This is an optimization exercise on Yosys and OpenROAD, whose aim is small area, a short achievable clock period and few clock cycles per item, not a production implementation.
Function was checked by simulation only, so behaviour that the tests miss may differ from the original.
Power figures rest on the tool's default switching activity, not on a simulated workload.

## pvt_derating_factor_interpolator
module pvt_derating_factor_interpolator (
  input  logic                                clk,
  input  logic                                rst_n,
  input  logic                                in_valid,
  output logic                                in_ready,
  input  logic [pdfi_pkg::VOLT_W-1:0]         in_voltage_mv,
  input  logic signed [pdfi_pkg::TEMP_W-1:0]  in_temperature_decideg,
  input  logic [pdfi_pkg::CORNER_W-1:0]       in_process_corner,
  output logic                                out_valid,
  input  logic                                out_ready,
  output logic [pdfi_pkg::FACTOR_W-1:0]       out_voltage_factor,
  output logic [pdfi_pkg::FACTOR_W-1:0]       out_temperature_factor,
  output logic [pdfi_pkg::FACTOR_W-1:0]       out_process_factor,
  output logic                                out_voltage_ok,
  output logic                                out_temperature_ok,
  output logic                                out_process_ok
);
Settings: LEC_CHECK=0, ABC_AREA=1, CAP_MARGIN=20, CORE_MARGIN=2, CORE_UTILIZATION=40, SETUP_SLACK_MARGIN=3.4, SLEW_MARGIN=20; clock period 7.0 ns.
run.sh (not shown) runs the stock make flow with config.mk's settings and CLKGATE_MAP_FILE= SYNTH_SCRIPT=/design/flow/synth_recipe.tcl, a recipe that flattens the netlist after the stock synthesis.
The first run went through all stages and came out clean.
Testbench counts at the start, summed over its fixed seeds: cycles 16,016, items 16,000.
Change:
==> flow/flow/run.sh (new file) <==
#!/bin/bash
# The standard layout (the standard.sh, unchanged synthesis and steps),
# with the port buffers that ORFS's buffer_ports inserts made of the plain
# buf_1 cell instead of the delay buffer it picks by default. Every port
# still gets its own buffer. make's full output goes to standard.log here;
# each ORFS step keeps its own log under orfs/logs.
set -euo pipefail
export BUFFER_PORTS_ARGS="-buffer_cell sky130_fd_sc_hd__buf_1"
bash standard.sh > standard.log 2>&1
==> flow/standard.sh (new file) <==
#!/bin/bash
# synth_recipe.tcl (not shown) runs the flow's synth.tcl, then flattens the netlist and writes it again
# the make line also repeats each setting of config.mk as NAME=value (left out here)
make -C /OpenROAD-flow-scripts/flow DESIGN_CONFIG=/design/flow/config.mk WORK_HOME=/design/flow/orfs CLKGATE_MAP_FILE= SYNTH_SCRIPT=/design/flow/synth_recipe.tcl "${@:-finish}"
- SETUP_SLACK_MARGIN: 3.4 -> 3.5
removed: flow/run.sh
The changed run finished clean.
Wire length falls by 2.5%.
Worst setup slack gets better by 13 ps.
Sequential share of layout area falls by 0.30 points.
Worst hold slack gets better by 26 ps.
Global-route usage falls by 1.3 points.
Total power rises by 0.91%.
Synthesized cell count stays the same.

---

pvt_derating_factor_interpolator, a different RTL version from the one above (not shown whole).
Size: ~100 flip-flops.
clock: 7.0 ns
lec_check: 0
cap_margin: 20
core_margin: 2
core_utilization: 40
slew_margin: 20
Stock flow here: none of the scripts above is used.
The starting point passed the timing, design-rule and antenna checks.
Testbench counts at the start, summed over its fixed seeds: cycles 16,016, items 16,000.
==> next run, changes <==
--- a/flow/config.mk
+++ b/flow/config.mk
@@ -10,2 +10,3 @@
 export CORE_UTILIZATION = 40
+export SETUP_SLACK_MARGIN = 3.5
 export SLEW_MARGIN = 20
Result:
- area after synthesis does not change
- sequential cell count stays the same
- cell count goes up by about 11%
- design area goes up by 20%
- worst setup slack is better by 0.61 ns
- power goes up by 12%
- synthesized cell count is unchanged
- wire length goes up by 16%
- die area does not change
- first-iteration DRC count goes down by 11%
- count of clock-buffer cells in the layout goes down by 1

---

red:
pvt_derating_factor_interpolator with an RTL version that a note above also has.
Size in the first run: roughly 1400 cells after synthesis, ~100 I/O pins, about 12000 um^2 of cells after synthesis.
make LEC_CHECK=0 ABC_AREA=1 CAP_MARGIN=20 CORE_MARGIN=2 CORE_UTILIZATION=40 SETUP_SLACK_MARGIN=3.6 SLEW_MARGIN=20 finish   # period 7.0 ns
red went all the way through the flow, and no timing, DRC or antenna check failed.
Testbench counts of red, summed over its fixed seeds: cycles 16,016, items 16,000.
Modified inputs, blue compared to red
Settings: a change of CORE_UTILIZATION from 40 to 45; a change of SETUP_SLACK_MARGIN from 3.6 to 3.4.
==> flow/flow/run.sh (new file) <==
#!/bin/bash
# The standard layout (the standard.sh, unchanged synthesis and steps),
# with the port buffers that ORFS's buffer_ports inserts made of the plain
# buf_1 cell instead of the delay buffer it picks by default. Every port
# still gets its own buffer. make's full output goes to standard.log here;
# each ORFS step keeps its own log under orfs/logs.
set -euo pipefail
export BUFFER_PORTS_ARGS="-buffer_cell sky130_fd_sc_hd__buf_1"
bash standard.sh > standard.log 2>&1
==> flow/standard.sh (new file) <==
#!/bin/bash
# synth_recipe.tcl (not shown) runs the flow's synth.tcl, then flattens the netlist and writes it again
# the make line also repeats each setting of config.mk as NAME=value (left out here)
make -C /OpenROAD-flow-scripts/flow DESIGN_CONFIG=/design/flow/config.mk WORK_HOME=/design/flow/orfs CLKGATE_MAP_FILE= SYNTH_SCRIPT=/design/flow/synth_recipe.tcl "${@:-finish}"
removed: flow/run.sh
## What came out
Sort blue and red by fraction of area in clock buffers and inverters, descending, and blue comes first. Critical path startpoint: u_back.vls_r[1] -> red, u_back.vck_r -> blue. Starting DRC count in detailed routing: blue worse than red. Comparing relative area change from synthesis to final layout for blue and red, the bigger number came from red. blue ends up with a sequential cell area share that is 3.6 points higher than in red. Worst-margin pin slew: blue and red compared, lower one is red. Comparing blue and red, share of power burned in registers is lower on red. Maximum frequency in blue vs red: down 3.0 MHz. In the metrics for blue and red, the one carrying the higher final clock period utilization by the worst path is blue.
Here is what was changed in the inputs of green compared with blue.
Settings: CORE_UTILIZATION changed from 45 to 40; CTS_CLUSTER_SIZE newly set to 40.
## What came out
- Summary of green over blue: number of logic stages on the critical path including buffering comparable, fraction of cell area in non-clock buffers now larger, clock insertion delay at the later pin of the skew report comparable, tap cell instance count now larger.
- When green is measured against blue, its part of the power in the clock network turns out 3.7 points lower.
- Against blue, green reports a post-CTS setup repair buffer count that is higher.
- Per the comparison of green with blue, final total power has decreased, global-route usage fell by 3.0 points.

## afterwards: timing with drivers on the ports
The flow's constraints put no driver on any port. The routed layouts listed below were extracted and timed again, unchanged, in two steps. Step 1 (the two cells are an assumption about what drives the block):
set clk [get_ports {clk}]
set_driving_cell -lib_cell sky130_fd_sc_hd__clkbuf_16 $clk
set_driving_cell -lib_cell sky130_fd_sc_hd__buf_2 [delete_from_list [all_inputs] $clk]
Step 2 also shifts input and output timing later by t, the mid clock arrival at the registers, as if the neighbouring blocks saw the same clock. a / b / c = no drivers / after step 1 / after step 2; a / b = the first two.
run	shift t [ns]	setup slack, ns	worst setup path after step 2
the first run of note 1	0.470	3.437 / 3.421 / 3.421	input to output
the second run of note 1	0.468	3.450 / 3.404 / 3.529	register to register
the first run of note 2	0.402	1.823 / 1.823 / 1.823	register to register
the second run of note 2	0.410	2.434 / 2.434 / 2.434	register to register
red	0.469	3.445 / 3.399 / 3.454	input to register
blue	0.477	3.407 / 3.357 / 3.451	register to register
green	0.468	3.439 / 3.393 / 3.470	input to output
After both steps setup and hold are still met in every run listed. The setup slack of the first run of note 1, which loses most, moves by -0.016 ns with the drivers and by -0.016 ns with both steps.
